What follows belongs to an exercise in optimizing a design on an open flow for small area, a short achievable clock period and few clock cycles per item; a production flow would make more cautious choices.
RTL that was checked went through simulation tests only; none was proved equivalent to the original.
Only the layout flow was run in runs 1 and 2; the RTL was not checked for function there.
Power and IR drop assume default switching activity.

<file path="flow/design.v">
`default_nettype none
package sparcPkg;
    typedef logic [31:0] instWord_t;                   
    typedef logic [31:0] dataWord_t;                   
    typedef logic [3:0]  aluOp_t;                      
    typedef logic [1:0]  memSize_t;                    
    typedef logic [2:0]  creditCnt_t;                  
    localparam aluOp_t AluAdd   = 4'b0000;
    localparam aluOp_t AluAddx  = 4'b0001;             
    localparam aluOp_t AluSub   = 4'b0010;
    localparam aluOp_t AluSubx  = 4'b0011;             
    localparam aluOp_t AluAnd   = 4'b0100;
    localparam aluOp_t AluOr    = 4'b0101;
    localparam aluOp_t AluXor   = 4'b0110;
    localparam aluOp_t AluXnor  = 4'b0111;
    localparam aluOp_t AluAndn  = 4'b1000;
    localparam aluOp_t AluOrn   = 4'b1001;
    localparam aluOp_t AluSll   = 4'b1010;
    localparam aluOp_t AluSrl   = 4'b1011;
    localparam aluOp_t AluSra   = 4'b1100;
    localparam aluOp_t AluPassB = 4'b1110;             
    localparam logic [1:0] OpArith  = 2'b10;
    localparam logic [1:0] OpMem    = 2'b11;
    localparam logic [2:0] OpSethi2 = 3'b100;          
    localparam memSize_t SizeByte = 2'd0;
    localparam memSize_t SizeHalf = 2'd1;
    localparam memSize_t SizeWord = 2'd2;
    localparam int         QueueDepth = 2;             
    localparam creditCnt_t OutCredits = 3'd4;          
    typedef struct packed {
        logic n;
        logic z;
        logic v;
        logic c;
    } iccFlags_t;
    typedef struct packed {
        logic     isMem;
        logic     isStore;
        memSize_t size;
        logic     signExt;                             
    } memCtrl_t;
    typedef struct packed {
        instWord_t inst;
        dataWord_t operandA;
        dataWord_t operandB;
    } issueSlot_t;
    typedef struct packed {
        aluOp_t    aluOp;
        logic      setsCc;
        memCtrl_t  memCtrl;
        dataWord_t operandA;
        dataWord_t operandB;
    } decodedInst_t;
    typedef struct packed {
        dataWord_t data;
        iccFlags_t icc;                                
        memCtrl_t  memCtrl;
    } result_t;
endpackage
`default_nettype wire
`timescale 1ns/1ps
`default_nettype none
module sparcAlu (
    input  wire logic [31:0] p,
    input  wire logic [31:0] g,
    input  wire logic [4:0]  shamt,
    input  wire logic        arith,
    input  wire logic        sub,
    input  wire logic        useCarry,
    input  wire logic        shift,
    input  wire logic        sll,
    input  wire logic        sra,
    input  wire logic        carryIn,
    output logic [31:0]      y,
    output logic [3:0]       flags             
);
    logic        cin;
    logic [31:0] gp [0:5];                     
    logic [31:0] pp [0:5];                     
    logic        cout;
    logic [31:0] sum;
    logic [31:0] sOut;
    logic [31:0] sRes;
    logic        z;
    logic        v;
    logic        c;
    assign cin = sub ^ (useCarry && carryIn);
    always_comb begin
        gp[0] = {g[31:1], g[0] | (p[0] & cin)};
        pp[0] = p;
        for (int l = 0; l < 5; l++) begin
            for (int i = 0; i < 32; i++) begin
                if (i >= (1 << l)) begin
                    gp[l+1][i] = gp[l][i] | (pp[l][i] & gp[l][i - (1 << l)]);
                    pp[l+1][i] = pp[l][i] & pp[l][i - (1 << l)];
                end else begin
                    gp[l+1][i] = gp[l][i];
                    pp[l+1][i] = pp[l][i];
                end
            end
        end
    end
    assign cout = gp[5][31];
    assign sum  = p ^ {gp[5][30:0], cin};
    assign z = ((p ^ {(p[30:0] | g[30:0]), cin}) == 32'd0);
    assign sOut = 32'({{32{sra && p[31]}}, p} >> shamt);
    always_comb begin
        for (int i = 0; i < 32; i++) sRes[i] = sll ? sOut[31 - i] : sOut[i];
    end
    assign y = shift ? sRes : sum;
    assign v = arith && !p[31] && (g[31] != sum[31]);
    assign c = arith && (cout ^ sub);          
    assign flags = {sum[31], z, v, c};
endmodule
`default_nettype wire
`timescale 1ns/1ps
`default_nettype none
module instQueue (
    input  wire logic        Clk,
    input  wire logic        rstN,
    input  wire logic        instValid,
    input  wire logic [31:0] instIn,
    input  wire logic [31:0] operandA,
    input  wire logic [31:0] operandB,
    input  wire logic        take,         
    output logic             slotValid,
    output logic [31:0]      p,
    output logic [31:0]      g,
    output logic [4:0]       shamt,
    output logic             arith,
    output logic             sub,
    output logic             useCarry,
    output logic             setsCc,
    output logic             shift,
    output logic             sll,
    output logic             sra,
    output logic [4:0]       memCtrl
);
    logic        dArith, dLogic, dShift, dPassB, dInvB, dUseCarry, dSetsCc;
    logic [1:0]  dSel;
    logic [4:0]  dMem;
    logic [31:0] aM;
    logic [31:0] bx;
    logic [31:0] pa;
    logic [31:0] ga;
    logic [31:0] aRev;
    logic        selP;
    logic        selG;
    logic        keepG;
    logic [31:0] pIn;
    logic [31:0] gIn;
    decodeStage u_decode (
        .inst(instIn), .arith(dArith), .logicOp(dLogic), .shift(dShift), .passB(dPassB),
        .invB(dInvB), .useCarry(dUseCarry), .sel(dSel), .setsCc(dSetsCc), .memCtrl(dMem)
    );
    assign aM = dPassB ? '0 : operandA;
    assign bx = (dShift ? '0 : operandB) ^ {32{dInvB}};
    assign pa = aM ^ bx;
    assign ga = aM & bx;
    always_comb begin
        for (int i = 0; i < 32; i++) aRev[i] = operandA[31 - i];
    end
    assign selP   = !dLogic || dSel[1];               
    assign selG   = dLogic && dSel[0] && !dSel[1] || dLogic && (dSel == 2'b10);
    assign keepG  = !dLogic && !dShift;
    assign pIn    = (dShift && dSel == 2'b01) ? aRev : ((pa & {32{selP}}) | (ga & {32{selG}}));
    assign gIn    = ga & {32{keepG}};
    always_ff @(posedge Clk) begin
        if (instValid) begin
            p        <= pIn;
            g        <= gIn;
            shamt    <= operandB[4:0];
            arith    <= dArith;
            sub      <= dArith && dInvB;
            useCarry <= dUseCarry;
            setsCc   <= dSetsCc;
            shift    <= dShift;
            sll      <= dShift && (dSel == 2'b01);
            sra      <= dShift && (dSel == 2'b11);
            memCtrl  <= dMem;
        end
    end
    always_ff @(posedge Clk or negedge rstN) begin
        if (!rstN) begin
            slotValid <= 1'b0;
        end else if (instValid || take) begin
            slotValid <= instValid;
        end
    end
endmodule
`default_nettype wire
`timescale 1ns/1ps
`default_nettype none
module decodeStage (
    input  wire logic [31:0] inst,
    output logic             arith,        
    output logic             logicOp,      
    output logic             shift,        
    output logic             passB,        
    output logic             invB,         
    output logic             useCarry,     
    output logic [1:0]       sel,          
    output logic             setsCc,
    output logic [4:0]       memCtrl
);
    logic [1:0] op;
    logic [5:0] op3;
    logic       grp;
    assign op  = inst[31:30];
    assign op3 = inst[24:19];
    assign grp      = (op == 2'b10) && !op3[5] && (!op3[3] || (op3[1:0] == 2'b00));
    assign sel      = op3[1:0];
    assign arith    = grp && (op3[1:0] == 2'b00);
    assign logicOp  = grp && (op3[1:0] != 2'b00);
    assign invB     = grp && op3[2];
    assign useCarry = grp && op3[3];
    assign setsCc   = grp && op3[4];
    assign shift    = (op == 2'b10) && (op3[5:2] == 4'b1001) && (op3[1:0] != 2'b00);
    assign passB    = (op == 2'b00) && (inst[24:22] == 3'b100);
    always_comb begin
        memCtrl = 5'b00000;
        if (op == 2'b11) begin
            case (op3)
                6'b001001: memCtrl = 5'b10001;  
                6'b001010: memCtrl = 5'b10011;  
                6'b000000: memCtrl = 5'b10100;  
                6'b000001: memCtrl = 5'b10000;  
                6'b000010: memCtrl = 5'b10010;  
                6'b000011: memCtrl = 5'b10100;  
                6'b001101: memCtrl = 5'b10000;  
                6'b001111: memCtrl = 5'b10100;  
                6'b000101: memCtrl = 5'b11000;  
                6'b000110: memCtrl = 5'b11010;  
                6'b000100: memCtrl = 5'b11100;  
                6'b000111: memCtrl = 5'b11100;  
                default:   memCtrl = 5'b00000;
            endcase
        end
    end
endmodule
`default_nettype wire
`timescale 1ns/1ps
`default_nettype none
module executeStage (
    input  wire logic        Clk,
    input  wire logic        rstN,
    input  wire logic        take,
    input  wire logic [31:0] p,
    input  wire logic [31:0] g,
    input  wire logic [4:0]  shamt,
    input  wire logic        arith,
    input  wire logic        sub,
    input  wire logic        useCarry,
    input  wire logic        setsCc,
    input  wire logic        shift,
    input  wire logic        sll,
    input  wire logic        sra,
    input  wire logic [4:0]  memCtrl,
    output logic [40:0]      resOut
);
    logic [31:0] y;
    logic [3:0]  flags;
    logic [3:0]  iccReg;
    logic [3:0]  iccNext;
    sparcAlu u_alu (
        .p, .g, .shamt, .arith, .sub, .useCarry, .shift, .sll, .sra,
        .carryIn(iccReg[0]), .y, .flags
    );
    assign iccNext = setsCc ? flags : iccReg;
    always_ff @(posedge Clk or negedge rstN) begin
        if (!rstN) begin
            iccReg <= 4'd0;
        end else if (take) begin
            iccReg <= iccNext;
        end
    end
    always_ff @(posedge Clk) begin
        if (take) resOut <= {y, iccNext, memCtrl};
    end
endmodule
`default_nettype wire
`timescale 1ns/1ps
`default_nettype none
module sparcPipe (
    input  wire logic                Clk,
    input  wire logic                rstN,
    input  wire logic                instValid,
    input  wire sparcPkg::instWord_t instIn,
    input  wire sparcPkg::dataWord_t operandA,
    input  wire sparcPkg::dataWord_t operandB,
    input  wire logic                resCredit,
    output logic                     instCredit,
    output logic                     resValid,
    output sparcPkg::result_t        resOut
);
    logic                 slotValid;
    logic [31:0]          p, g;
    logic [4:0]           shamt;
    logic                 arith, sub, useCarry, setsCc, shift, sll, sra;
    logic [4:0]           memCtrl;
    logic                 resFull;
    logic                 take;
    sparcPkg::creditCnt_t creditCnt;    
    logic [2:0]           ahead;        
    logic [1:0]           owed;         
    logic                 resFullNext;
    sparcPkg::creditCnt_t creditNext;
    logic [2:0]           aheadNext;
    logic [1:0]           owedNext;
    instQueue u_queue (
        .Clk, .rstN, .instValid, .instIn, .operandA, .operandB, .take,
        .slotValid, .p, .g, .shamt, .arith, .sub, .useCarry, .setsCc, .shift, .sll, .sra, .memCtrl
    );
    executeStage u_execute (
        .Clk, .rstN, .take, .p, .g, .shamt, .arith, .sub, .useCarry, .setsCc, .shift, .sll, .sra,
        .memCtrl, .resOut
    );
    assign take        = slotValid && (!resFull || resValid);
    assign resFullNext = take || (resFull && !resValid);
    assign creditNext  = creditCnt - sparcPkg::creditCnt_t'(resValid)
                         + sparcPkg::creditCnt_t'(resCredit);
    assign aheadNext   = ahead + 3'(instCredit) - 3'(resValid);
    assign owedNext    = owed + 2'(instValid) - 2'(instCredit);
    always_ff @(posedge Clk or negedge rstN) begin
        if (!rstN) begin
            resFull    <= 1'b0;
            creditCnt  <= sparcPkg::OutCredits;
            ahead      <= 3'd0;
            owed       <= 2'd0;
            resValid   <= 1'b0;
            instCredit <= 1'b0;
        end else begin
            resFull    <= resFullNext;
            creditCnt  <= creditNext;
            ahead      <= aheadNext;
            owed       <= owedNext;
            resValid   <= resFullNext && (creditNext != '0);
            instCredit <= (owedNext != 2'd0) && ({1'b0, aheadNext} < {1'b0, creditNext});
        end
    end
endmodule
`default_nettype wire
</file>
<file path="flow/flow/run.sh">
#!/bin/bash
# The standard layout (standard.sh), with the port buffers made buf_2 cells instead of the
# default choice. Every port is still buffered. The make output goes to standard_flow.log;
# each ORFS step keeps its own log under orfs/logs/.
set -euo pipefail
export BUFFER_PORTS_ARGS="-buffer_cell sky130_fd_sc_hd__buf_2"
bash standard.sh > standard_flow.log 2>&1
</file>
<file path="flow/standard.sh">
#!/bin/bash
# synth_recipe.tcl (not shown) runs the flow's synth.tcl, then flattens the netlist and writes it again
# the make line also repeats each setting of config.mk as NAME=value (left out here)
make -C /OpenROAD-flow-scripts/flow DESIGN_CONFIG=/design/flow/config.mk WORK_HOME=/design/flow/orfs CLKGATE_MAP_FILE= SYNTH_SCRIPT=/design/flow/synth_recipe.tcl "${@:-finish}"
</file>
<file path="flow/config.mk">
export PLATFORM = sky130hd
export DESIGN_NAME = sparcPipe
export DESIGN_NICKNAME = sparcPipe
export VERILOG_FILES = /design/flow/design.v
export SDC_FILE = /design/flow/constraint.sdc
export NUM_CORES = 4
export LEC_CHECK = 0
export ABC_AREA = 1
export CAP_MARGIN = 20
export CORE_MARGIN = 2
export CORE_UTILIZATION = 45
export SETUP_SLACK_MARGIN = 2.6
export SLEW_MARGIN = 20
</file>
<file path="flow/constraint.sdc">
create_clock -name core_clock -period 5.5 [get_ports {Clk}]
set_input_delay 1.1000 -clock core_clock [delete_from_list [all_inputs] [get_ports {Clk}]]
set_output_delay 1.1000 -clock core_clock [all_outputs]
set_load 0.01 [all_outputs]
</file>
==> impl_metrics.toml, run 1 <==
[die]
ioPinCount = 143
dieWidth_um = 165.7
floorplan.rows = 59
die_h_um = 165.7
core_area_um2 = 25840
die-area_um2 = 27470
start_util_pct = 45.56

[yosys]
post-synth-top-count-cell = "nand2_1"
synth.distinct_cells = 49
ys_top_cells_by_area = "edfxtp_1, nand3_1, nand2_1"
synthArstFlopShare_pct = 11.59
syn_inst = 1685
synth_top_area_share_pct = 31.12
ys_top_cells_by_count = "nand2_1, nand3_1, inv_1, nor2_1, edfxtp_1"
yosys_warnings = 7
ys_seq_area_share_pct = 34.53
synth_area_per_cell_um2 = 6.986
synth_ff_type = "edfxtp_1"
syn_nets = 1833
synth-seq-cells = 138
netlist.top_cell.by_area = "edfxtp_1"
netlist_area_um2 = 11770
synth-edff-count = 122

[cells_and_area]
syn_to_final_growth_pct = 11.89
nFillCells = 2654
num-nets-final = 1896
layout-drive-gt1-share_pct = 13.69
diodes = 0
fin_util_pct = 50.98

[grt]
grt_pass1_vias = 10676
gr-usage-all-layers_pct = 28.45
grt_pass1_wl_um = 60850
antenna_found_initial = 0
grt_max_degree = 66
grt_overflow = 0

[clock_tree]
cts_root_buffer = "clkbuf_16"
cts_tree = "done"
clkTransAtPathRegs_ps = 80
clk_path_buf_depth = 2
cts_htree_levels = 4
cts.sinks = 138
cts-hold-fix-buffers = 0
numCtsBuffers = 17
worst_skew_pair.late_latency_ps = 450

[timing]
finalSetupViolations = 0
slew_headroom_pct = 29.29
layout_min_cycle_time_ps = 2825
rsz0062_at_grt = "false"
hold_viol_final = 0
finalCritPeriodShare_pct = 51.36
tns_ps = 0
worst_pin_slew_ps = 1059
final_max_slew_viol_count = 0
max_freq_ghz = 0.3540
clock_skew_ps = 25.07

[worst_setup_path]
rr_startpoint = "u_execute.iccReg[0]"
r2r_slack_ps = 2760
startpoint_type = "input port"
end_kind = "flip-flop"
cp.required_ps = 5720
reg2reg_depth = 18
cp_data_arrival_time_ps = 3050
reg2reg_to = "u_execute.resOut[21]"
crit_path_max_fanout = 18
endpoint = "u_queue.p[17]"
critPathLaunch = "instIn[23]"
path_class = "in -> reg"

[detailed_routing]
firstDrtPassIters = 6
wl_um = 40030
detail-route-antenna-nets = 0
drc = 0
num_vias = 11730
wl_per_cell_um = 19.10
dr.first_iter.drc_count = 1239
viasPerCell = 5.596

[placed_design]
portBuffers = 118
dp_hpwl_um = 29700
place_congestion = 1.023

[power_and_ir_drop]
vdd_drop_max_mv = 0.2212
powerDensity_nw_per_um2 = 329.8
p_leak_nw = 6.203

[run_status]
status = "finished clean"

[hold_path]
hold_class = "reg -> reg"

[job]
cap_viol_max_count = 0
## routing by layer
| metal | share of wire (%) | GRT usage, % | vias up |
|---|---|---|---|
| li1 | - | - | 5742 |
| met5 | 0 | 0 | - |
| met2 | 45 | 44.25 | 520 |
| met4 | 4.6 | 13.72 | 0 |
| met3 | 6.6 | 3.122 | 91 |
| met1 | 44 | 39.75 | 5377 |
## through the flow
stage	std cells	power (W)	hold slack [ps]	worst slack [ps]	instance area, µm²
final	2096	0.004343	421.9	2675	13170
after global routing	2096	0.004618	430.4	2607	13170
after CTS	2089	0.004330	423.8	2620	13060
after detailed placement	2055	0.003129	405.2	1338	12400
after global placement	2055	0.003101	405.3	1382	12400
after floorplan	1685	0.002620	400.3	2617	11800
## final cells by class
class,instances,area (µm²),area share [%]
multi-input combinational,1245,6499,49.34
inverter,209,792.0,6.013
clock buffer,17,425.4,3.230
timing repair buffer,136,774.5,5.880
timing repair inverter,1,7.507,0.05700
sequential,138,4065,30.86
clock inverter,15,188.9,1.434
tap,335,419.2,3.182
## cell families (layout without fill, tap and decap cells)
| logic type | count (synthesis) | in the layout | synth area share (%) |
|---|---|---|---|
| AOI/OAI and AO/OA | 207 | 207 | 10.48 |
| DFF | 138 | 138 | 34.53 |
| buffers and inverters | 304 | 378 | 10.99 |
| xor gates and xnor gates | 52 | 52 | 3.869 |
| adders and majority gates | 48 | 48 | 5.230 |
| and+or+nand+nor | 936 | 938 | 34.90 |
## cells in the final DEF (no fill, tap or decap), types with 13 or more instances in the layout
| cell type | instances |
|---|---|
| nand2_1 | 390 |
| nand3_1 | 332 |
| inv_1 | 201 |
| nor2_1 | 145 |
| edfxtp_1 | 122 |
| buf_2 | 116 |
| o21ai_0 | 80 |
| xor2_1 | 48 |
| ha_1 | 45 |
| a31oi_1 | 32 |
| a21oi_1 | 29 |
| nand2_2 | 22 |
| o21ai_1 | 18 |
| clkbuf_16 | 17 |
| dfrtp_1 | 15 |
| buf_4 | 13 |
## what timing repair did
| action | CTS | global route |
|---|---|---|
| pin swaps | 1 | 3 |
| setup endpoints to repair | 97 | 82 |
| gates cloned | 1 | 2 |
| setup buffers | 1 | 5 |
| gates resized for setup | 6 | 11 |
## worst min path at each step
stage / from / end / slack, ps / cells past startpoint
6_report: u_queue.memCtrl[2] / u_execute.resOut[2] / 420 / 0
5_1_grt: u_queue.memCtrl[2] / u_execute.resOut[2] / 430 / 0
4_1_cts: u_queue.memCtrl[2] / u_execute.resOut[2] / 420 / 0
3_5_place_dp: u_queue.memCtrl[2] / u_execute.resOut[2] / 410 / 0
3_3_place_gp: u_queue.memCtrl[2] / u_execute.resOut[2] / 410 / 0
2_1_floorplan: u_queue.memCtrl[0] / u_execute.resOut[0] / 400 / 0
## critical path, cell delays in order
cell and delay (ps):
buf_2 100, inv_1 60, nand2_1 50, nor2_1 500
nand2_4 300, nand2_1 150, xor2_1 160, ha_1 220
nand3_1 90, a31oi_1 290
## registers in the layout (all words and copies together), names as in the netlist, 2 cells and up
signal            cells
u_queue.g            32
u_queue.p            32
creditCnt             3
u_execute.resOut     41
u_queue.shamt         5
u_execute.iccReg      4
owed                  2
u_queue.memCtrl       5
ahead                 3
## power by group
group | leakage, nW | internal (W) | total, W | switching [W]
logic | 4.53 | 0.000543 | 0.00156 | 0.00101
registers | 1.37 | 0.00142 | 0.00159 | 0.000171
clock network | 0.299 | 0.000622 | 0.00120 | 0.000575
==> inputs of run 2 (changes only) <==
--- a/flow/design.v
+++ b/flow/design.v
@@ -75,8 +75,8 @@
     output logic [3:0]       flags             
 );
     logic        cin;
-    logic [31:0] gp [0:5];                     
-    logic [31:0] pp [0:5];                     
+    logic [31:0] gp [0:6];                     
+    logic [31:0] pp [0:6];                     
     logic        cout;
     logic [31:0] sum;
     logic [31:0] sOut;
@@ -88,9 +88,18 @@
     always_comb begin
         gp[0] = {g[31:1], g[0] | (p[0] & cin)};
         pp[0] = p;
-        for (int l = 0; l < 5; l++) begin
+        for (int i = 0; i < 32; i++) begin
+            if (i % 2 == 1) begin
+                gp[1][i] = gp[0][i] | (pp[0][i] & gp[0][i - 1]);
+                pp[1][i] = pp[0][i] & pp[0][i - 1];
+            end else begin
+                gp[1][i] = gp[0][i];
+                pp[1][i] = pp[0][i];
+            end
+        end
+        for (int l = 1; l < 5; l++) begin
             for (int i = 0; i < 32; i++) begin
-                if (i >= (1 << l)) begin
+                if (i % 2 == 1 && i >= (1 << l)) begin
                     gp[l+1][i] = gp[l][i] | (pp[l][i] & gp[l][i - (1 << l)]);
                     pp[l+1][i] = pp[l][i] & pp[l][i - (1 << l)];
                 end else begin
@@ -99,9 +108,18 @@
                 end
             end
         end
+        for (int i = 0; i < 32; i++) begin
+            if (i % 2 == 0 && i >= 2) begin
+                gp[6][i] = gp[5][i] | (pp[5][i] & gp[5][i - 1]);
+                pp[6][i] = pp[5][i] & pp[5][i - 1];
+            end else begin
+                gp[6][i] = gp[5][i];
+                pp[6][i] = pp[5][i];
+            end
+        end
     end
-    assign cout = gp[5][31];
-    assign sum  = p ^ {gp[5][30:0], cin};
+    assign cout = gp[6][31];
+    assign sum  = p ^ {gp[6][30:0], cin};
     assign z = ((p ^ {(p[30:0] | g[30:0]), cin}) == 32'd0);
     assign sOut = 32'({{32{sra && p[31]}}, p} >> shamt);
     always_comb begin
==> run 2 against run 1 <==
Against the previous run:
- still clean
- sequential share of layout area grew 0.39 points
- fmax fell by 11%
- final area fell by 1.2%
- non-clock buffer count increased by 37
- synthesized cell count shrank 12%
- final cell count is 8.2% lower
- combinational power hardly changed
- critical path type is now reg -> reg
- largest power group unchanged
==> impl_metrics.toml, run 2 <==
[die]
dieWidth_um = 159.2
core_area_um2 = 23540
start_util_pct = 46.03
ioPinCount = 143
floorplan.rows = 56
die_h_um = 159.2
die-area_um2 = 25340

[detailed_routing]
wl_per_cell_um = 18.36
dr.first_iter.drc_count = 1050
viasPerCell = 5.546
detail-route-antenna-nets = 0
firstDrtPassIters = 7
drc = 0
wl_um = 35340
num_vias = 10676

[cells_and_area]
reg_top3 = "u_execute.resOut: 41 flops, u_queue.g: 32 flops, u_queue.p: 32 flops"
final_common_cell = "nand2_1"
instances_no_fill = 1925
layout-drive-gt1-share_pct = 19.93
top_register = "u_execute.resOut"
syn_to_final_growth_pct = 20.03
num-nets-final = 1756
mostFrequentLayoutCells = "nand2_1, nand3_1, inv_1"
diodes = 0
largest_reg_flops = 41

[worst_setup_path]
crit_top_cell = "nand2_2"
cp_data_arrival_time_ps = 3340
end_kind = "flip-flop"
path_class = "reg -> reg"
critPathSlowestCell = "dfrtp_1"
critical-path-top-delay-family = "simple AND/OR/NAND/NOR gates"
cp.required_ps = 5680
crit_path_max_fanout = 2
startpoint_type = "flip-flop"
critPathLaunch = "u_execute.iccReg[0]"
rr_startpoint = "u_execute.iccReg[0]"
cp_num_buf_inv = 4
crit_path_max_incr_delay_ps = 400
crit_path_cell_trace = "nand2_1 -> xor2_1 -> inv_1 -> ha_2 -> or2_4 -> ha_4 -> inv_2 -> nand2_4 -> nand2_2 -> nand2_2 -> nand2_2 -> nand2_4 -> a21oi_2 -> inv_2 -> nand4_1 -> nand3_2 -> nand2_1 -> nand2_2 -> ha_4 -> nor2_4 -> xor2_2 -> nand2_1 -> o21ai_2 -> buf_4"

[power_and_ir_drop]
pwr-share-clk_pct = 26.8
switching_share_pct = 36.85
p_leak_nw = 6.021
combinationalPowerShare_pct = 36.6
p_seq_share_pct = 36.6
switching_power_w = 0.001593
intPower_w = 0.002729
powerDensity_nw_per_um2 = 332.3
finalPower_w = 0.004322
vdd_drop_max_mv = 0.1649

[job]
cap_viol_max_count = 0

[timing]
tns_ps = 0
layout_min_cycle_time_ps = 3163
max_freq_ghz = 0.3162
clock_skew_ps = 9.022
worst_pin_slew_ps = 1017
rsz0062_at_grt = "true"
finalSetupViolations = 0
finalCritPeriodShare_pct = 57.50
worst_slack_ps = 2337
hold_viol_final = 0
final_max_slew_viol_count = 0
slew_headroom_pct = 32.04
holdWs_ps = 420.3

[placed_design]
place_congestion = 1.008
place_ws_ps = 1358
dp.cells = 1849
dp_hpwl_um = 25290
portBuffers = 118

[grt]
grt_pass1_vias = 9920
antenna_found_initial = 0
gr-usage-all-layers_pct = 27.47
grt_max_degree = 66
grt_overflow = 0
grt_pass1_wl_um = 54510

[clock_tree]
cts.sinks = 138
clk_path_buf_depth = 2
cts_tree = "done"
cts_htree_levels = 4
cts_root_buffer = "clkbuf_16"
clkTransAtPathRegs_ps = 70
worst_skew_pair.late_latency_ps = 420
numCtsBuffers = 17
cts-hold-fix-buffers = 0

[yosys]
syn_inst = 1481
synth_area_per_cell_um2 = 7.317
synth-edff-count = 122
netlist.top_cell.by_area = "edfxtp_1"
netlist_area_um2 = 10840
yosys_warnings = 7
post-synth-top-count-cell = "nand2_1"
synth_ff_type = "edfxtp_1"
syn_nets = 1644
ys_top_cells_by_area = "edfxtp_1, nand3_1, nand2_1"
ys_seq_area_share_pct = 37.51
ys_top_cells_by_count = "nand2_1, nand3_1, inv_1, nor2_1, edfxtp_1"
synthArstFlopShare_pct = 11.59
synth.distinct_cells = 42
synth_top_area_share_pct = 33.81
synth-seq-cells = 138

[hold_path]
worstHoldStart = "u_queue.memCtrl[4]"
hold_class = "reg -> reg"

[run_status]
status = "finished clean"
-- run 2: path summary, 6_finish.rpt --
| check | depth (start not counted) | slack, ps | endpoint |
|---|---|---|---|
| worst min-delay path | 0 | 420 | u_execute.resOut[4] |
| worst min register to register | 0 | 420 | u_execute.resOut[4] |
| max in group asynchronous | 1 | 4620 | creditCnt[2] |
| worst max-delay path | 24 | 2340 | u_execute.resOut[8] |
| min in group asynchronous | 1 | 580 | creditCnt[1] |
| worst max register to register | 24 | 2340 | u_execute.resOut[8] |
-- run 2: layer usage --
metal  vias to the layer above  global-route usage, %  routed length (µm)
met5                         -                      0                   0
met4                         0                  12.89                1553
met3                        81                  3.022                2442
met2                       496                  43.58               16110
met1                      4900                  37.79               15240
li1                       5199                      -                   -
-- run 2: kinds of logic (layout without fill, tap and decap cells) --
family                     Yosys count  after routing  share of synthesized area [%]
xor gates and xnor gates            46             46                          3.718
buffers and inverters              247            370                          9.849
adders and majority gates           63             63                          7.413
and+or+nand+nor                    793            795                          31.35
AOI/OAI and AO/OA                  194            194                          10.16
DFF                                138            138                          37.51
-- run 2: layout make-up --
class,count,area [µm²]
Fill cell,2271,10540
Tap cell,319,399.1
Sequential cell,138,4065
Inverter,165,621.8
Clock inverter,8,70.07
Timing Repair Buffer,173,1055
Multi-Input combinational cell,1098,6262
Clock buffer,24,534.3
-- run 2: power groups by stage --
stage	Sequential [W]	Combinational, W	Clock [W]
finish	0.00158	0.00158	0.00116
global route	0.00161	0.00179	0.00122
CTS	0.00158	0.00148	0.00118
detailed placement	0.00160	0.00138	0
global placement	0.00160	0.00136	0
floorplan	0.00159	0.000918	0
-- run 2: what timing repair did --
item / CTS / global route
setup buffers: 26 / 15
endpoints found under the setup margin: 88 / 50
cloned: 2 / 0
pin swaps: 27 / 42
resized for setup: 79 / 67
-- run 2: worst reg2reg max path, stage by stage (launching register included) --
cell and delay [ps]:
dfrtp_1 400, nand2_1 80, xor2_1 150, inv_1 80, ha_2 160, or2_4 230
ha_4 160, inv_2 60, nand2_4 50, nand2_2 70, nand2_2 50, nand2_2 80
nand2_4 70, a21oi_2 130, inv_2 70, nand4_1 90, nand3_2 110, nand2_1 100
nand2_2 60, ha_4 170, nor2_4 150, xor2_2 110, nand2_1 100, o21ai_2 60
buf_4 130
-- run 2: through the flow --
step / instance area, µm² / utilization [%]
floorplan: 10860 / -
global placement: 11510 / 48.90
detailed placement: 11510 / 48.90
CTS: 12590 / 53.48
global route: 13010 / 55.25
finish: 13010 / 55.25
==> inputs of run 3 (changes only) <==
--- a/flow/design.v
+++ b/flow/design.v
@@ -63,7 +63,6 @@
 module sparcAlu (
     input  wire logic [31:0] p,
     input  wire logic [31:0] g,
-    input  wire logic [4:0]  shamt,
     input  wire logic        arith,
     input  wire logic        sub,
     input  wire logic        useCarry,
@@ -75,8 +74,8 @@
     output logic [3:0]       flags             
 );
     logic        cin;
-    logic [31:0] gp [0:6];                     
-    logic [31:0] pp [0:6];                     
+    logic [31:0] gp [0:5];                     
+    logic [31:0] pp [0:5];                     
     logic        cout;
     logic [31:0] sum;
     logic [31:0] sOut;
@@ -88,18 +87,9 @@
     always_comb begin
         gp[0] = {g[31:1], g[0] | (p[0] & cin)};
         pp[0] = p;
-        for (int i = 0; i < 32; i++) begin
-            if (i % 2 == 1) begin
-                gp[1][i] = gp[0][i] | (pp[0][i] & gp[0][i - 1]);
-                pp[1][i] = pp[0][i] & pp[0][i - 1];
-            end else begin
-                gp[1][i] = gp[0][i];
-                pp[1][i] = pp[0][i];
-            end
-        end
-        for (int l = 1; l < 5; l++) begin
+        for (int l = 0; l < 5; l++) begin
             for (int i = 0; i < 32; i++) begin
-                if (i % 2 == 1 && i >= (1 << l)) begin
+                if (i >= (1 << l)) begin
                     gp[l+1][i] = gp[l][i] | (pp[l][i] & gp[l][i - (1 << l)]);
                     pp[l+1][i] = pp[l][i] & pp[l][i - (1 << l)];
                 end else begin
@@ -108,20 +98,11 @@
                 end
             end
         end
-        for (int i = 0; i < 32; i++) begin
-            if (i % 2 == 0 && i >= 2) begin
-                gp[6][i] = gp[5][i] | (pp[5][i] & gp[5][i - 1]);
-                pp[6][i] = pp[5][i] & pp[5][i - 1];
-            end else begin
-                gp[6][i] = gp[5][i];
-                pp[6][i] = pp[5][i];
-            end
-        end
     end
-    assign cout = gp[6][31];
-    assign sum  = p ^ {gp[6][30:0], cin};
+    assign cout = gp[5][31];
+    assign sum  = p ^ {gp[5][30:0], cin};
     assign z = ((p ^ {(p[30:0] | g[30:0]), cin}) == 32'd0);
-    assign sOut = 32'({{32{sra && p[31]}}, p} >> shamt);
+    assign sOut = 32'({{32{sra && p[31]}}, p} >> g[4:0]);
     always_comb begin
         for (int i = 0; i < 32; i++) sRes[i] = sll ? sOut[31 - i] : sOut[i];
     end
@@ -144,7 +125,6 @@
     output logic             slotValid,
     output logic [31:0]      p,
     output logic [31:0]      g,
-    output logic [4:0]       shamt,
     output logic             arith,
     output logic             sub,
     output logic             useCarry,
@@ -182,12 +162,11 @@
     assign selG   = dLogic && dSel[0] && !dSel[1] || dLogic && (dSel == 2'b10);
     assign keepG  = !dLogic && !dShift;
     assign pIn    = (dShift && dSel == 2'b01) ? aRev : ((pa & {32{selP}}) | (ga & {32{selG}}));
-    assign gIn    = ga & {32{keepG}};
+    assign gIn    = {ga[31:5] & {27{keepG}}, dShift ? operandB[4:0] : (ga[4:0] & {5{keepG}})};
     always_ff @(posedge Clk) begin
         if (instValid) begin
             p        <= pIn;
             g        <= gIn;
-            shamt    <= operandB[4:0];
             arith    <= dArith;
             sub      <= dArith && dInvB;
             useCarry <= dUseCarry;
@@ -265,7 +244,6 @@
     input  wire logic        take,
     input  wire logic [31:0] p,
     input  wire logic [31:0] g,
-    input  wire logic [4:0]  shamt,
     input  wire logic        arith,
     input  wire logic        sub,
     input  wire logic        useCarry,
@@ -281,7 +259,7 @@
     logic [3:0]  iccReg;
     logic [3:0]  iccNext;
     sparcAlu u_alu (
-        .p, .g, .shamt, .arith, .sub, .useCarry, .shift, .sll, .sra,
+        .p, .g, .arith, .sub, .useCarry, .shift, .sll, .sra,
         .carryIn(iccReg[0]), .y, .flags
     );
     assign iccNext = setsCc ? flags : iccReg;
@@ -313,7 +291,6 @@
 );
     logic                 slotValid;
     logic [31:0]          p, g;
-    logic [4:0]           shamt;
     logic                 arith, sub, useCarry, setsCc, shift, sll, sra;
     logic [4:0]           memCtrl;
     logic                 resFull;
@@ -327,10 +304,10 @@
     logic [1:0]           owedNext;
     instQueue u_queue (
         .Clk, .rstN, .instValid, .instIn, .operandA, .operandB, .take,
-        .slotValid, .p, .g, .shamt, .arith, .sub, .useCarry, .setsCc, .shift, .sll, .sra, .memCtrl
+        .slotValid, .p, .g, .arith, .sub, .useCarry, .setsCc, .shift, .sll, .sra, .memCtrl
     );
     executeStage u_execute (
-        .Clk, .rstN, .take, .p, .g, .shamt, .arith, .sub, .useCarry, .setsCc, .shift, .sll, .sra,
+        .Clk, .rstN, .take, .p, .g, .arith, .sub, .useCarry, .setsCc, .shift, .sll, .sra,
         .memCtrl, .resOut
     );
     assign take        = slotValid && (!resFull || resValid);
==> flow/flow/run.sh (replaced) <==
#!/bin/bash
# The standard layout (standard.sh) with two changes:
#  - synthesis maps the logic with ABC script flow/abc_map.script (through flow/synth_abc.tcl,
#    which wraps synth_recipe.tcl; the registers are mapped before ABC, as in the standard flow);
#  - the port buffers are buf_2 cells instead of the default choice. Every port is still
#    buffered.
# The make output goes to standard_flow.log; each ORFS step keeps its own log under orfs/logs/.
set -euo pipefail
export FLOW_WORK_DIR="$PWD"
export FLOW_ABC_SCRIPT="$PWD/flow/abc_map.script"
export BUFFER_PORTS_ARGS="-buffer_cell sky130_fd_sc_hd__buf_2"
sed "s#SYNTH_SCRIPT=[^ ]*#SYNTH_SCRIPT=$PWD/flow/synth_abc.tcl#" standard.sh > flow_standard.sh
grep -q "SYNTH_SCRIPT=$PWD/flow/synth_abc.tcl" flow_standard.sh
bash flow_standard.sh > standard_flow.log 2>&1
==> flow/flow/abc_map.script (new file) <==
strash
&get -n
&st
&syn2
&dch -f
&nf -p -R 0
&put
buffer -c
topo
stime -c
upsize -c
dnsize -c
==> flow/flow/synth_abc.tcl (new file) <==
# The standard flow's synthesis script (synth_recipe.tcl, read from the work folder) with one change:
# ABC maps the logic with flow/abc_map.script instead of ORFS's abc_speed or abc_area script.
# Flip-flops are mapped before ABC runs, so the registers are those of the standard synthesis.
proc abc {args} {
  set i [lsearch -exact $args -script]
  if {$i >= 0} {
    lset args [expr {$i + 1}] $::env(FLOW_ABC_SCRIPT)
  }
  yosys abc {*}$args
}
source $::env(FLOW_WORK_DIR)/synth_recipe.tcl
--- a/flow/config.mk
+++ b/flow/config.mk
@@ -11,3 +11,4 @@
 export CORE_UTILIZATION = 45
 export SETUP_SLACK_MARGIN = 2.6
 export SLEW_MARGIN = 20
+export TNS_END_PERCENT = 5
==> run 3 against run 2 <==
Against the previous run:
- still clean
- fmax grew 5.7%
- sequential share of layout area grew 1.3 points
- final area decreased by 7.4%
- critical endpoint is now u_execute.resOut[38]
==> impl_metrics.toml, run 3 <==
[hold_path]
min_path_cells = 0
whs_endpoint = "u_execute.resOut[1]"
worstHoldStart = "u_queue.memCtrl[1]"
hold_class = "reg -> reg"

[cells_and_area]
largest_reg_flops = 41
diodes = 0
fin_util_pct = 53.03
top_register = "u_execute.resOut"
num-nets-final = 1358
fin_area_um2 = 12040
reg_top3 = "u_execute.resOut: 41 flops, u_queue.g: 32 flops, u_queue.p: 32 flops"
syn_to_final_growth_pct = 15.20
final_common_cell = "nand2_1"
mostFrequentLayoutCells = "nand2_1, buf_2, edfxtp_1"
layout-drive-gt1-share_pct = 21.10

[clock_tree]
worst_skew_pair.late_latency_ps = 430
numCtsBuffers = 17
clk_path_buf_depth = 2
clkTransAtPathRegs_ps = 60
cts_htree_levels = 4
cts.sinks = 133
cts_tree = "done"
cts_root_buffer = "clkbuf_16"

[placed_design]
dp_hpwl_um = 20830
portBuffers = 118
place_ws_ps = 1758
postPlaceCellArea_um2 = 11170
place_congestion = 0.9639

[detailed_routing]
firstDrtPassIters = 7
wl_per_cell_um = 18.91
dr.first_iter.drc_count = 622
detail-route-antenna-nets = 0
drc = 0
viasPerCell = 5.730
num_vias = 8641
wl_um = 28520

[timing]
worst_slack_ps = 2508
layout_min_cycle_time_ps = 2992
worst_pin_slew_ps = 687.1
finalSetupViolations = 0
slew_headroom_pct = 54.19
max_freq_ghz = 0.3342
rsz0062_at_grt = "true"
tns_ps = 0
holdWs_ps = 422.4
hold_viol_final = 0
finalCritPeriodShare_pct = 54.41
clock_skew_ps = 11.28
final_max_slew_viol_count = 0

[run_status]
status = "finished clean"

[power_and_ir_drop]
powerDensity_nw_per_um2 = 355.4
vdd_drop_max_mv = 0.2063
switching_share_pct = 35.81
p_leak_nw = 4.845
switching_power_w = 0.001532
pwr-share-clk_pct = 27.2
combinationalPowerShare_pct = 35.8
intPower_w = 0.002747
p_seq_share_pct = 37.1

[grt]
antenna_found_initial = 0
grt_max_degree = 62
grt_pass1_vias = 8138
grt_overflow = 0
gr-usage-all-layers_pct = 23.76
grt_pass1_wl_um = 44830

[yosys]
synth_top_area_share_pct = 33.61
synth.distinct_cells = 62
syn_inst = 1137
ys_top_cells_by_count = "nand2_1, edfxtp_1, nor2_1, a21oi_1, o21ai_0"
ys_top_cells_by_area = "edfxtp_1, ha_1, a21oi_1"
post-synth-top-count-cell = "nand2_1"
yosys_warnings = 7
netlist_area_um2 = 10450
synth-seq-cells = 133
synth_area_per_cell_um2 = 9.194
netlist.top_cell.by_area = "edfxtp_1"
synth-edff-count = 117
syn_nets = 1285
synthArstFlopShare_pct = 12.03
synth_ff_type = "edfxtp_1"
ys_seq_area_share_pct = 37.45

[worst_setup_path]
cp_data_arrival_time_ps = 3130
cp.required_ps = 5640
reg2reg_depth = 13
path_class = "reg -> reg"
crit_path_max_incr_delay_ps = 390
end_kind = "flip-flop"
crit_path_max_fanout = 3
rr_startpoint = "u_execute.iccReg[0]"
r2r_slack_ps = 2510
critPathSlowestCell = "dfrtp_1"
crit_path_cell_trace = "nand2_1 -> xnor2_1 -> ha_2 -> o211ai_1 -> buf_4 -> buf_4 -> a21oi_1 -> o211ai_1 -> and3_1 -> o21ai_1 -> a31oi_1 -> xor2_1 -> o22ai_1"
reg2reg_to = "u_execute.resOut[38]"
startpoint_type = "flip-flop"

[die]
ioPinCount = 143
start_util_pct = 46.03
die_h_um = 156.4
die-area_um2 = 24470
core_area_um2 = 22710
dieWidth_um = 156.4
floorplan.rows = 55

[job]
cap_viol_max_count = 0
## run 3: changes by cell type after synthesis, sizes merged, moves of 36 or more
cell   before  now
inv       164   27
xnor2       5   41
mux2i       0   38
nor2b       0   39
nand3     277   10
nand2     340  123
a21oi      31   99
## run 3: final cells by class
cell class	count	area, µm²
sequential	133	3915
fill	2093	10670
multi-input combinational	883	6222
clock inverter	15	166.4
tap	285	356.6
inverter	27	103.9
clock buffer	17	425.4
timing repair buffer	148	853.3
## run 3: through the flow
stage               instances  power [W]
finish                   1508   0.004280
floorplan                1137   0.002622
CTS                      1504   0.004285
global placement         1461   0.003062
detailed placement       1461   0.003087
global route             1508   0.004536
## run 3: how the worst max path moves through the flow
stage | startpoint | end | slack [ps] | cells after the start
detailed placement | instIn[19] | u_queue.p[11] | 1760 | 11
global placement | instIn[19] | u_queue.p[20] | 1820 | 11
CTS | u_queue.p[14] | u_execute.iccReg[2] | 2490 | 8
finish | u_execute.iccReg[0] | u_execute.resOut[38] | 2510 | 13
floorplan | instIn[19] | u_queue.p[1] | 2600 | 10
global route | u_execute.iccReg[0] | u_execute.resOut[5] | 2430 | 14
## run 3: repair_timing
item                                    4_1_cts  5_1_grt
buffers inserted                             11        3
cloned                                        0        1
pin swaps                                    11       10
endpoints found under the setup margin       52       51
resized for setup                            10       24
hold buffers                                  0        0
## run 3: logic make-up (layout without fill, tap and decap cells)
family	count (synthesis)	after routing	share of synthesized area (%)
fa+ha+maj	48	48	5.889
flops	133	133	37.45
simple gates	351	352	15.21
buf+inv	122	207	4.859
xor+xnor	92	92	7.708
compound gates	318	318	19.32
mux	73	73	9.563
## run 3: critical path, delay by kind of cell, from the launching register on
kind                       cells  cell delay (ps)
AOI/OAI and AO/OA              6             1090
xor gates and xnor gates       2              430
DFF                            1              390
buffers and inverters          2              310
and+or+nand+nor                2              290
adders and majority gates      1              200
## run 3: per-layer routing
layer / vias to the layer above / track usage (%) / share of wire, %
li1: 4257 / - / -
met1: 4017 / 35.12 / 47
met2: 330 / 35.68 / 44
met3: 37 / 3.212 / 6.2
met4: 0 / 8.388 / 2.4
met5: - / 0 / 0
## run 3: power groups by stage
stage | sequential, W | clock, W | combinational [W]
after floorplan | 0.00157 | 0 | 0.00105
after global placement | 0.00160 | 0 | 0.00146
after detailed placement | 0.00160 | 0 | 0.00148
after CTS | 0.00158 | 0.00118 | 0.00152
after global routing | 0.00161 | 0.00123 | 0.00170
final | 0.00159 | 0.00116 | 0.00153
Testbench counts of run 3, summed over its fixed seeds: cycles 3,216, items 3,200.
==> inputs of run 4 (changes only) <==
--- a/flow/flow/run.sh
+++ b/flow/flow/run.sh
@@ -1,7 +1,8 @@
 #!/bin/bash
 # The standard layout (standard.sh) with two changes:
-#  - synthesis maps the logic with ABC script flow/abc_map.script (through flow/synth_abc.tcl,
-#    which wraps synth_recipe.tcl; the registers are mapped before ABC, as in the standard flow);
+#  - synthesis skips Yosys's extract_fa step and maps the logic with ABC script
+#    flow/abc_map.script (through flow/synth_abc.tcl, which wraps synth_recipe.tcl; the
+#    registers are mapped before ABC, as in the standard flow);
 #  - the port buffers are buf_2 cells instead of the default choice. Every port is still
 #    buffered.
 # The make output goes to standard_flow.log; each ORFS step keeps its own log under orfs/logs/.
==> flow/flow/synth_abc.tcl (replaced) <==
# The standard flow's synthesis script (synth_recipe.tcl, read from the work folder) with two changes:
#  - Yosys's extract_fa step is skipped, so no half- or full-adder cells are extracted and ABC
#    maps all the logic itself;
#  - ABC maps the logic with flow/abc_map.script instead of ORFS's abc_speed or abc_area script.
# Flip-flops are mapped before ABC runs, so the registers are those of the standard synthesis.
proc extract_fa {args} {
  puts "extract_fa skipped by flow/synth_abc.tcl"
}
proc abc {args} {
  set i [lsearch -exact $args -script]
  if {$i >= 0} {
    lset args [expr {$i + 1}] $::env(FLOW_ABC_SCRIPT)
  }
  yosys abc {*}$args
}
source $::env(FLOW_WORK_DIR)/synth_recipe.tcl
--- a/flow/config.mk
+++ b/flow/config.mk
@@ -9,6 +9,6 @@
 export CAP_MARGIN = 20
 export CORE_MARGIN = 2
 export CORE_UTILIZATION = 45
-export SETUP_SLACK_MARGIN = 2.6
+export SETUP_SLACK_MARGIN = 2.45
 export SLEW_MARGIN = 20
 export TNS_END_PERCENT = 5
==> run 4 against run 3 <==
Against the previous run:
- non-clock buffer count fell by 7
- flip-flop and latch count did not move
- still clean
- die area rose by 0.75%
- fmax fell by 4.0%
- final cell count rose by 9.0%
- sequential share of layout area rose by 0.73 points
- largest power group unchanged
- largest cell class unchanged
- first-iteration DRC count rose by 15%
- clock power barely moved
- critical endpoint is now u_execute.resOut[35]
- final area fell by 2.2%
- power fell by 4.4%
==> impl_metrics.toml, run 4 <==
[yosys]
synth_ff_type = "edfxtp_1"
synth-seq-cells = 133
syn_inst = 1259
synth-edff-count = 117
post-synth-top-count-cell = "nor2_1"
ys_top_cells_by_count = "nor2_1, nand2_1, a21oi_1, o21ai_0, edfxtp_1"
synth.distinct_cells = 69
synth_area_per_cell_um2 = 8.367
synthArstFlopShare_pct = 12.03
yosys_warnings = 7
ys_top_cells_by_area = "edfxtp_1, nor2_1, a21oi_1"
synth_top_area_share_pct = 33.35
netlist_area_um2 = 10530
syn_nets = 1359
ys_seq_area_share_pct = 37.17
netlist.top_cell.by_area = "edfxtp_1"

[cells_and_area]
fin_util_pct = 51.72
final_common_cell = "nor2_1"
layout-drive-gt1-share_pct = 17.43
largest_reg_flops = 41
reg_top3 = "u_execute.resOut: 41 flops, u_queue.g: 32 flops, u_queue.p: 32 flops"
diodes = 0
mostFrequentLayoutCells = "nor2_1, nand2_1, a21oi_1"
top_register = "u_execute.resOut"
fin_area_um2 = 11780
num-nets-final = 1418
syn_to_final_growth_pct = 11.83

[worst_setup_path]
end_kind = "flip-flop"
critical-path-top-delay-family = "compound AO/OA/AOI/OAI gates"
startpoint_type = "flip-flop"
crit_path_max_fanout = 50
cp_num_buf_inv = 1
cp_data_arrival_time_ps = 3270
cp.required_ps = 5650
crit_path_cell_trace = "buf_4 -> a21oi_1 -> o21ai_0 -> a21oi_1 -> nand2_1 -> a21oi_1 -> o21bai_1 -> a221oi_2 -> xor2_1 -> o22ai_1"
crit_top_cell = "a21oi_1"
critPathSlowestCell = "a221oi_2"
crit_path_max_incr_delay_ps = 390
path_class = "reg -> reg"

[power_and_ir_drop]
switching_power_w = 0.001463
p_seq_share_pct = 38.6
powerDensity_nw_per_um2 = 347.4
vdd_drop_max_mv = 0.1692
p_leak_nw = 4.592
pwr-share-clk_pct = 29.0
combinationalPowerShare_pct = 32.4
finalPower_w = 0.004093
intPower_w = 0.002630
switching_share_pct = 35.74

[grt]
grt_pass1_wl_um = 48100
gr-usage-all-layers_pct = 25.50
grt_max_degree = 66
antenna_found_initial = 0
grt_pass1_vias = 8347
grt_overflow = 0

[detailed_routing]
drc = 0
dr.first_iter.drc_count = 714
firstDrtPassIters = 5
wl_um = 31160
detail-route-antenna-nets = 0
viasPerCell = 5.673
num_vias = 9327
wl_per_cell_um = 18.95

[clock_tree]
cts_htree_levels = 4
cts.sinks = 133
clk_path_buf_depth = 2
cts_tree = "done"
cts_root_buffer = "clkbuf_16"
numCtsBuffers = 17
worst_skew_pair.late_latency_ps = 420
clkTransAtPathRegs_ps = 60

[die]
core_area_um2 = 22780
ioPinCount = 143
die_h_um = 157
dieWidth_um = 157
floorplan.rows = 55
start_util_pct = 46.25
die-area_um2 = 24650

[timing]
tns_ps = 0
finalSetupViolations = 0
hold_viol_final = 0
rsz0062_at_grt = "true"
final_max_slew_viol_count = 0
finalCritPeriodShare_pct = 56.67
holdWs_ps = 416.9
max_freq_ghz = 0.3209
slew_headroom_pct = 51.96
clock_skew_ps = 7.264
layout_min_cycle_time_ps = 3117
worst_pin_slew_ps = 719.9

[placed_design]
portBuffers = 118
postPlaceCellArea_um2 = 11050
dp_hpwl_um = 23290
place_congestion = 0.9353

[hold_path]
hold_class = "reg -> reg"

[run_status]
status = "finished clean"

[job]
cap_viol_max_count = 0
[run 4: power groups by stage]
stage	combinational (W)	clock, W	sequential [W]
floorplan	0.000908	0	0.00156
global placement	0.00129	0	0.00160
detailed placement	0.00130	0	0.00160
CTS	0.00131	0.00121	0.00158
global route	0.00147	0.00125	0.00161
finish	0.00132	0.00119	0.00158
[run 4: layer usage]
layer / up-vias / part of all wire, % / global-route usage (%)
met2: 328 / 44 / 38.97
met3: 35 / 5.1 / 2.753
met4: 0 / 2.6 / 8.432
li1: 4645 / - / -
met1: 4319 / 48 / 37.68
met5: - / 0 / 0
[run 4: path summary, 6_finish.rpt]
path	start	endpoint	slack, ps	cells past startpoint
max in group asynchronous	rstN	creditCnt[2]	4610	1
worst min register to register	u_queue.memCtrl[0]	u_execute.resOut[0]	420	0
worst max-delay path	u_queue.g[4]	u_execute.resOut[35]	2380	10
min in group asynchronous	rstN	creditCnt[0]	590	1
worst max register to register	u_queue.g[4]	u_execute.resOut[35]	2380	10
worst min-delay path	u_queue.memCtrl[0]	u_execute.resOut[0]	420	0
[run 4: cells by family after synthesis]
logic type / Yosys count / synth area share [%]
xor+xnor: 90 / 7.483
flops: 133 / 37.17
buf+inv: 116 / 6.426
simple gates: 429 / 17.28
fa+ha+maj: 2 / 0.1901
compound gates: 416 / 23.80
mux: 73 / 7.649
[run 4: worst reg2reg max path, delay by kind of cell, from the launching register on]
kind | cells | cell delay [ps]
AOI/OAI and AO/OA | 7 | 1700
DFF | 1 | 360
buffers and inverters | 1 | 290
and+or+nand+nor | 1 | 130
xor gates and xnor gates | 1 | 360
[run 4: repair_timing]
item | in CTS | in global routing
hold buffers | 0 | 0
setup endpoints to repair | 49 | 68
pin swaps | 0 | 1
setup buffers | 0 | 6
gates resized for setup | 2 | 11
[run 4: cell type report]
cell class	count	area (µm²)
fill	2200	11000
multi-input combinational	1010	6025
sequential	133	3915
timing repair buffer	141	765.7
clock buffer	20	500.5
tap	313	391.6
clock inverter	12	126.4
inverter	15	56.30
[run 4: stage by stage]
step	std cells	setup slack [ps]
after floorplan	1259	2447
final	1644	2383
after detailed placement	1606	1757
after global placement	1606	1786
after global routing	1644	2304
after CTS	1638	2268
==> inputs of run 5 (changes only) <==
--- a/flow/config.mk
+++ b/flow/config.mk
@@ -9,6 +9,7 @@
 export CAP_MARGIN = 20
 export CORE_MARGIN = 2
 export CORE_UTILIZATION = 45
-export SETUP_SLACK_MARGIN = 2.45
+export GPL_ROUTABILITY_DRIVEN = 0
+export SETUP_SLACK_MARGIN = 2.6
 export SLEW_MARGIN = 20
 export TNS_END_PERCENT = 5
==> run 5 against run 4 <==
Against the previous run:
- still clean on timing, DRC and antenna
- register-to-register slack improved by 200 ps
- clock power is 11% lower
- combinational power about the same
- flip-flop and latch count did not move
- largest power group unchanged
==> impl_metrics.toml, run 5 <==
[clock_tree]
worst_skew_pair.late_latency_ps = 430
cts.sinks = 133
numCtsBuffers = 17
cts_htree_levels = 4
clk_path_buf_depth = 2
cts_tree = "done"
clkTransAtPathRegs_ps = 60
cts_root_buffer = "clkbuf_16"

[cells_and_area]
num-nets-final = 1415
diodes = 0
layout-drive-gt1-share_pct = 18.75
final_common_cell = "nor2_1"
instances_no_fill = 1641
largest_reg_flops = 41
mostFrequentLayoutCells = "nor2_1, nand2_1, a21oi_1"
reg_top3 = "u_execute.resOut: 41 flops, u_queue.g: 32 flops, u_queue.p: 32 flops"
syn_to_final_growth_pct = 12.38
top_register = "u_execute.resOut"

[yosys]
netlist.top_cell.by_area = "edfxtp_1"
synth_top_family_by_area = "compound AO/OA/AOI/OAI gates"
synthXorXnorAreaFrac_pct = 7.483
netlist_area_um2 = 10530
syn_nets = 1359
ys_top_cells_by_area = "edfxtp_1, nor2_1, a21oi_1"
synth.distinct_cells = 69
post-synth-top-count-cell = "nor2_1"
yosys.area_share.simple_pct = 17.28
synth_compound_area_share_pct = 23.80
synth_ff_type = "edfxtp_1"
synthMuxAreaShare_pct = 7.649
ys_seq_area_share_pct = 37.17
synth-seq-cells = 133
yosys_warnings = 7
syn_inst = 1259
synth-edff-count = 117
synth_area_per_cell_um2 = 8.367
synth_fa_ha_area_share_pct = 0.1900
synthArstFlopShare_pct = 12.03
synth_top_area_share_pct = 33.35
ys_top_cells_by_count = "nor2_1, nand2_1, a21oi_1, o21ai_0, edfxtp_1"

[power_and_ir_drop]
p_leak_nw = 4.588
powerDensity_nw_per_um2 = 336.1
finalPower_w = 0.003979
vdd_drop_max_mv = 0.1924

[grt]
grt_max_degree = 66
gr-usage-all-layers_pct = 24.64
grt_overflow = 0
grt_pass1_wl_um = 46960
antenna_found_initial = 0
grt_pass1_vias = 8475

[worst_setup_path]
cp_data_arrival_time_ps = 3280
critical-path-top-delay-family = "compound AO/OA/AOI/OAI gates"
crit_path_max_incr_delay_ps = 630
r2r_slack_ps = 2580
cp.required_ps = 5860
crit_path_max_fanout = 11
reg2reg_depth = 8
end_kind = "flip-flop"
crit_top_cell = "a22o_1"
rr_startpoint = "u_queue.p[29]"
critPathSlowestCell = "edfxtp_1"
reg2reg_to = "u_execute.iccReg[2]"
cp_num_buf_inv = 0
path_class = "reg -> reg"
startpoint_type = "flip-flop"
crit_path_cell_trace = "xnor2_1 -> nand2_1 -> a22o_1 -> a221o_1 -> a2111oi_0 -> nand4_1 -> nor4_2 -> a22o_1"

[run_status]
status = "finished clean"

[timing]
tns_ps = 0
finalCritPeriodShare_pct = 53.05
finalSetupViolations = 0
layout_min_cycle_time_ps = 2918
worst_pin_slew_ps = 752.1
max_freq_ghz = 0.3427
clock_skew_ps = 13.78
rsz0062_at_grt = "true"
final_max_slew_viol_count = 0
slew_headroom_pct = 48.57
hold_viol_final = 0

[hold_path]
hold_class = "reg -> reg"
min_path_cells = 0
whs_endpoint = "u_execute.resOut[1]"
worstHoldStart = "u_queue.memCtrl[1]"

[detailed_routing]
num_vias = 9542
wl_um = 30520
dr.first_iter.drc_count = 915
detail-route-antenna-nets = 0
viasPerCell = 5.815
drc = 0
wl_per_cell_um = 18.60
firstDrtPassIters = 5

[die]
die_h_um = 157
core_area_um2 = 22780
start_util_pct = 46.25
dieWidth_um = 157
die-area_um2 = 24650
floorplan.rows = 55
ioPinCount = 143

[job]
cap_viol_max_count = 0

[placed_design]
dp_hpwl_um = 22090
portBuffers = 118
dp.cells = 1604
run 5: cell counts after synthesis:
Identical to the previous run, type by type.
run 5: how the worst max path moves through the flow:
| stage | startpoint | to | slack, ps | cells past startpoint |
|---|---|---|---|---|
| global route | u_queue.p[26] | u_execute.resOut[6] | 2480 | 7 |
| finish | u_queue.p[29] | u_execute.iccReg[2] | 2580 | 8 |
| detailed placement | instIn[30] | u_queue.p[17] | 1800 | 8 |
| floorplan | instIn[22] | u_queue.p[24] | 2630 | 10 |
| CTS | u_queue.sub | u_execute.resOut[35] | 2470 | 10 |
| global placement | instIn[22] | u_queue.p[3] | 1790 | 7 |
run 5: kinds of logic after synthesis:
| logic type | count (synthesis) |
|---|---|
| AO/OA/AOI/OAI | 416 |
| XOR/XNOR | 90 |
| adder cells (fa/ha/maj) | 2 |
| buffers and inverters | 116 |
| flip-flops | 133 |
| multiplexers | 73 |
| AND/OR/NAND/NOR | 429 |
run 5: metrics by stage:
step | cell area [µm²] | setup slack, ps | hold slack (ps) | util [%]
4_1_cts | 11670 | 2470 | 416.3 | 51.26
3_3_place_gp | 11060 | 1785 | 402.1 | 48.56
3_5_place_dp | 11060 | 1802 | 405.4 | 48.57
6_report | 11840 | 2582 | 416.7 | 51.97
5_1_grt | 11840 | 2481 | 419.8 | 51.97
2_1_floorplan | 10600 | 2628 | 400.3 | -
run 5: layout make-up:
cell class | instances | area, µm²
Timing Repair Buffer | 137 | 742.0
Sequential cell | 133 | 3915
Tap cell | 313 | 391.6
Fill cell | 2175 | 10940
Clock buffer | 19 | 464.2
Multi-Input combinational cell | 1011 | 6165
Inverter | 15 | 60.06
Clock inverter | 13 | 100.1
run 5: layer usage:
metal | part of all wire, % | GRT usage [%] | routed length (µm)
met1 | 46 | 36.24 | 13990
met2 | 42 | 35.34 | 12840
met3 | 7.7 | 3.855 | 2342
met4 | 4.4 | 11.53 | 1344
met5 | 0 | 0 | 0
run 5: report_power, final:
| group | internal [W] | total, W | switching [W] |
|---|---|---|---|
| registers | 0.00139 | 0.00158 | 0.000190 |
| clock network | 0.000617 | 0.00106 | 0.000444 |
| logic | 0.000527 | 0.00134 | 0.000809 |
run 5: what timing repair did:
item | 4_1_cts | 5_1_grt
hold buffers | 0 | 0
endpoints found under the setup margin | 50 | 56
pin swaps | 0 | 3
buffers inserted | 0 | 4
gates resized for setup | 9 | 23
cloned | 0 | 1
==> inputs of run 6 (changes only) <==
--- a/flow/config.mk
+++ b/flow/config.mk
@@ -9,7 +9,6 @@
 export CAP_MARGIN = 20
 export CORE_MARGIN = 2
 export CORE_UTILIZATION = 45
-export GPL_ROUTABILITY_DRIVEN = 0
 export SETUP_SLACK_MARGIN = 2.6
 export SLEW_MARGIN = 20
 export TNS_END_PERCENT = 5
==> run 6 against run 5 <==
Against the previous run:
- first-iteration DRC count fell by 25%
- power rose by 3.4%
- core utilization rose by 0.73 points
- setup slack improved by 42 ps
- final cell count rose by 0.37%
- routed wire length rose by 2.3%
- final area rose by 1.4%
- non-clock buffer count rose by 6
- area after synthesis did not move
- count of clock-buffer cells in the layout rose by 1
- sequential share of layout area fell by 0.46 points
- fmax rose by 1.5%
==> impl_metrics.toml, run 6 <==
[yosys]
ys_top_cells_by_count = "nor2_1, nand2_1, a21oi_1, o21ai_0, edfxtp_1"
synth.distinct_cells = 69
synth-edff-count = 117
yosys_warnings = 7
synth_top_family_by_area = "compound AO/OA/AOI/OAI gates"
syn_nets = 1359
synth_area_per_cell_um2 = 8.367
netlist_area_um2 = 10530
synthMuxAreaShare_pct = 7.649
synth-seq-cells = 133
synth_ff_type = "edfxtp_1"
synth_top_area_share_pct = 33.35
synth_fa_ha_area_share_pct = 0.1900
netlist.top_cell.by_area = "edfxtp_1"
syn_inst = 1259
ys_seq_area_share_pct = 37.17
ys_top_cells_by_area = "edfxtp_1, nor2_1, a21oi_1"
post-synth-top-count-cell = "nor2_1"
synthArstFlopShare_pct = 12.03
synth_compound_area_share_pct = 23.80
synthXorXnorAreaFrac_pct = 7.483
yosys.area_share.simple_pct = 17.28

[cells_and_area]
diodes = 0
largest_reg_flops = 41
top_register = "u_execute.resOut"
layout-drive-gt1-share_pct = 19.49
final_common_cell = "nor2_1"
mostFrequentLayoutCells = "nor2_1, nand2_1, a21oi_1"
num-nets-final = 1421
reg_top3 = "u_execute.resOut: 41 flops, u_queue.g: 32 flops, u_queue.p: 32 flops"
fin_area_um2 = 12000
instances_no_fill = 1647
syn_to_final_growth_pct = 13.96

[clock_tree]
cts.sinks = 133
cts_root_buffer = "clkbuf_16"
cts_tree = "done"
clk_path_buf_depth = 2
cts-hold-fix-buffers = 0
clkTransAtPathRegs_ps = 60
worst_skew_pair.late_latency_ps = 430
cts_htree_levels = 4
numCtsBuffers = 17

[timing]
rsz0062_at_grt = "true"
worst_pin_slew_ps = 808.6
tns_ps = 0
final_max_slew_viol_count = 0
slew_headroom_pct = 46.10
max_freq_ghz = 0.3477
finalCritPeriodShare_pct = 52.29
hold_viol_final = 0
clock_skew_ps = 9.286
finalSetupViolations = 0
layout_min_cycle_time_ps = 2876

[worst_setup_path]
reg2reg_depth = 11
endpoint = "u_queue.p[0]"
cp_data_arrival_time_ps = 3030
reg2reg_to = "u_execute.resOut[37]"
cp.required_ps = 5650
path_class = "in -> reg"
end_kind = "flip-flop"
r2r_slack_ps = 2620
critPathLaunch = "instIn[22]"
crit_path_max_fanout = 34
rr_startpoint = "u_execute.iccReg[0]"
startpoint_type = "input port"

[power_and_ir_drop]
switching_power_w = 0.001471
p_leak_nw = 4.717
combinationalPowerShare_pct = 32.6
p_seq_share_pct = 38.4
switching_share_pct = 35.76
pwr-share-clk_pct = 28.9
vdd_drop_max_mv = 0.1675
powerDensity_nw_per_um2 = 342.7
finalPower_w = 0.004113
intPower_w = 0.002643

[die]
ioPinCount = 143
dieWidth_um = 157
die_h_um = 157
die-area_um2 = 24650
floorplan.rows = 55
start_util_pct = 46.25
core_area_um2 = 22780

[grt]
grt_pass1_vias = 8508
gr-usage-all-layers_pct = 25.50
grt_overflow = 0
grt_max_degree = 66
antenna_found_initial = 0
grt_pass1_wl_um = 48010

[detailed_routing]
wl_um = 31230
num_vias = 9409
firstDrtPassIters = 5
wl_per_cell_um = 18.96
drc = 0
detail-route-antenna-nets = 0
dr.first_iter.drc_count = 688
viasPerCell = 5.713

[placed_design]
portBuffers = 118
postPlaceCellArea_um2 = 11080
place_congestion = 0.9882
dp.cells = 1606
dp_hpwl_um = 22730

[job]
cap_viol_max_count = 0

[run_status]
status = "finished clean"

[hold_path]
hold_class = "reg -> reg"
-- run 6: critical path: stages --
cell and delay [ps]:
buf_2 160, or4_1 520, buf_4 270, o21ai_2 90, buf_4 360, o21ai_0 150
a22oi_1 260, a21oi_1 110
-- run 6: repair_timing --
action / CTS / global route
pin swaps: 0 / 6
setup buffers: 0 / 8
setup endpoints to repair: 48 / 61
gates cloned: 1 / 0
gates resized for setup: 7 / 32
-- run 6: cell type report --
class                           instances  area (µm²)
Sequential cell                       133        3915
Timing Repair Buffer                  143       804.5
Inverter                               15       60.06
Fill cell                            2130       10770
Clock buffer                           20       500.5
Multi-Input combinational cell       1011        6208
Clock inverter                         12       123.9
Tap cell                              313       391.6
-- run 6: per-stage QoR --
stage / utilization [%] / setup slack (ps) / hold WS, ps
after CTS: 51.57 / 2397 / 419.4
final: 52.70 / 2624 / 419.4
after global routing: 52.70 / 2541 / 427.3
after floorplan: - / 2628 / 400.3
after detailed placement: 48.63 / 1776 / 404.5
after global placement: 48.63 / 1796 / 401.9
-- run 6: worst min path at each step --
stage,start,to,slack (ps),cells after the start
after CTS,u_queue.memCtrl[4],u_execute.resOut[4],420,0
after floorplan,u_queue.memCtrl[0],u_execute.resOut[0],400,0
after detailed placement,u_queue.memCtrl[4],u_execute.resOut[4],400,0
final,u_queue.memCtrl[4],u_execute.resOut[4],420,0
after global routing,u_queue.memCtrl[3],u_execute.resOut[3],430,0
after global placement,u_queue.memCtrl[0],u_execute.resOut[0],400,0
-- run 6: cells by family (layout without fill, tap and decap cells) --
family,count (synthesis),in the layout
simple gates,429,430
compound gates,416,416
flops,133,133
buf+inv,116,190
xor+xnor,90,90
mux,73,73
fa+ha+maj,2,2
-- run 6: metal layers --
metal	part of all wire, %	GRT usage, %	wire length [µm]
met1	47	37.03	14660
met2	43	37.09	13370
met4	3.4	11.93	1075
met5	0	0	0
met3	6.8	4.047	2131
-- run 6: power groups by stage --
stage | Combinational (W) | Clock, W | Sequential [W]
2_1_floorplan | 0.000913 | 0 | 0.00156
3_3_place_gp | 0.00128 | 0 | 0.00160
3_5_place_dp | 0.00129 | 0 | 0.00160
4_1_cts | 0.00130 | 0.00121 | 0.00158
5_1_grt | 0.00148 | 0.00125 | 0.00161
6_report | 0.00134 | 0.00119 | 0.00158

## static timing again, ports no longer ideal
How much do the figures lean on ideal ports? The routed layouts below were timed once more, with nothing changed but the port constraints.
Step 1 sets driving cells, clkbuf_16 on the clock port and buf_2 on the other inputs (assumed; they add their load-dependent delay and slew).
Step 2 adds t to the input delays and takes it off the output delays; t is the mean of the earliest and latest rising clock arrival at the registers after step 1. Input paths then give back, and output paths get back, about the clock's delay inside the block.
a / b / c = no drivers / after step 1 / after step 2; a / b = the first two.
| run | t, ns | slack for setup (ns) | slew at the worst register clock pin (ns) |
|---|---|---|---|
| run 1 | 0.482 | 2.675 / 2.698 / 2.216 | 0.08 / 0.08 |
| run 2 | 0.467 | 2.337 / 2.337 / 2.288 | 0.07 / 0.07 |
| run 3 | 0.469 | 2.508 / 2.508 / 2.304 | 0.07 / 0.07 |
| run 4 | 0.462 | 2.383 / 2.383 / 2.067 | 0.06 / 0.06 |
| run 5 | 0.457 | 2.582 / 2.582 / 2.206 | 0.06 / 0.06 |
| run 6 | 0.471 | 2.624 / 2.624 / 2.175 | 0.06 / 0.06 |
After both steps setup and hold are still met in every run listed. The setup slack of run 1, which loses most, moves by +0.023 ns with the drivers and by -0.459 ns with both steps.
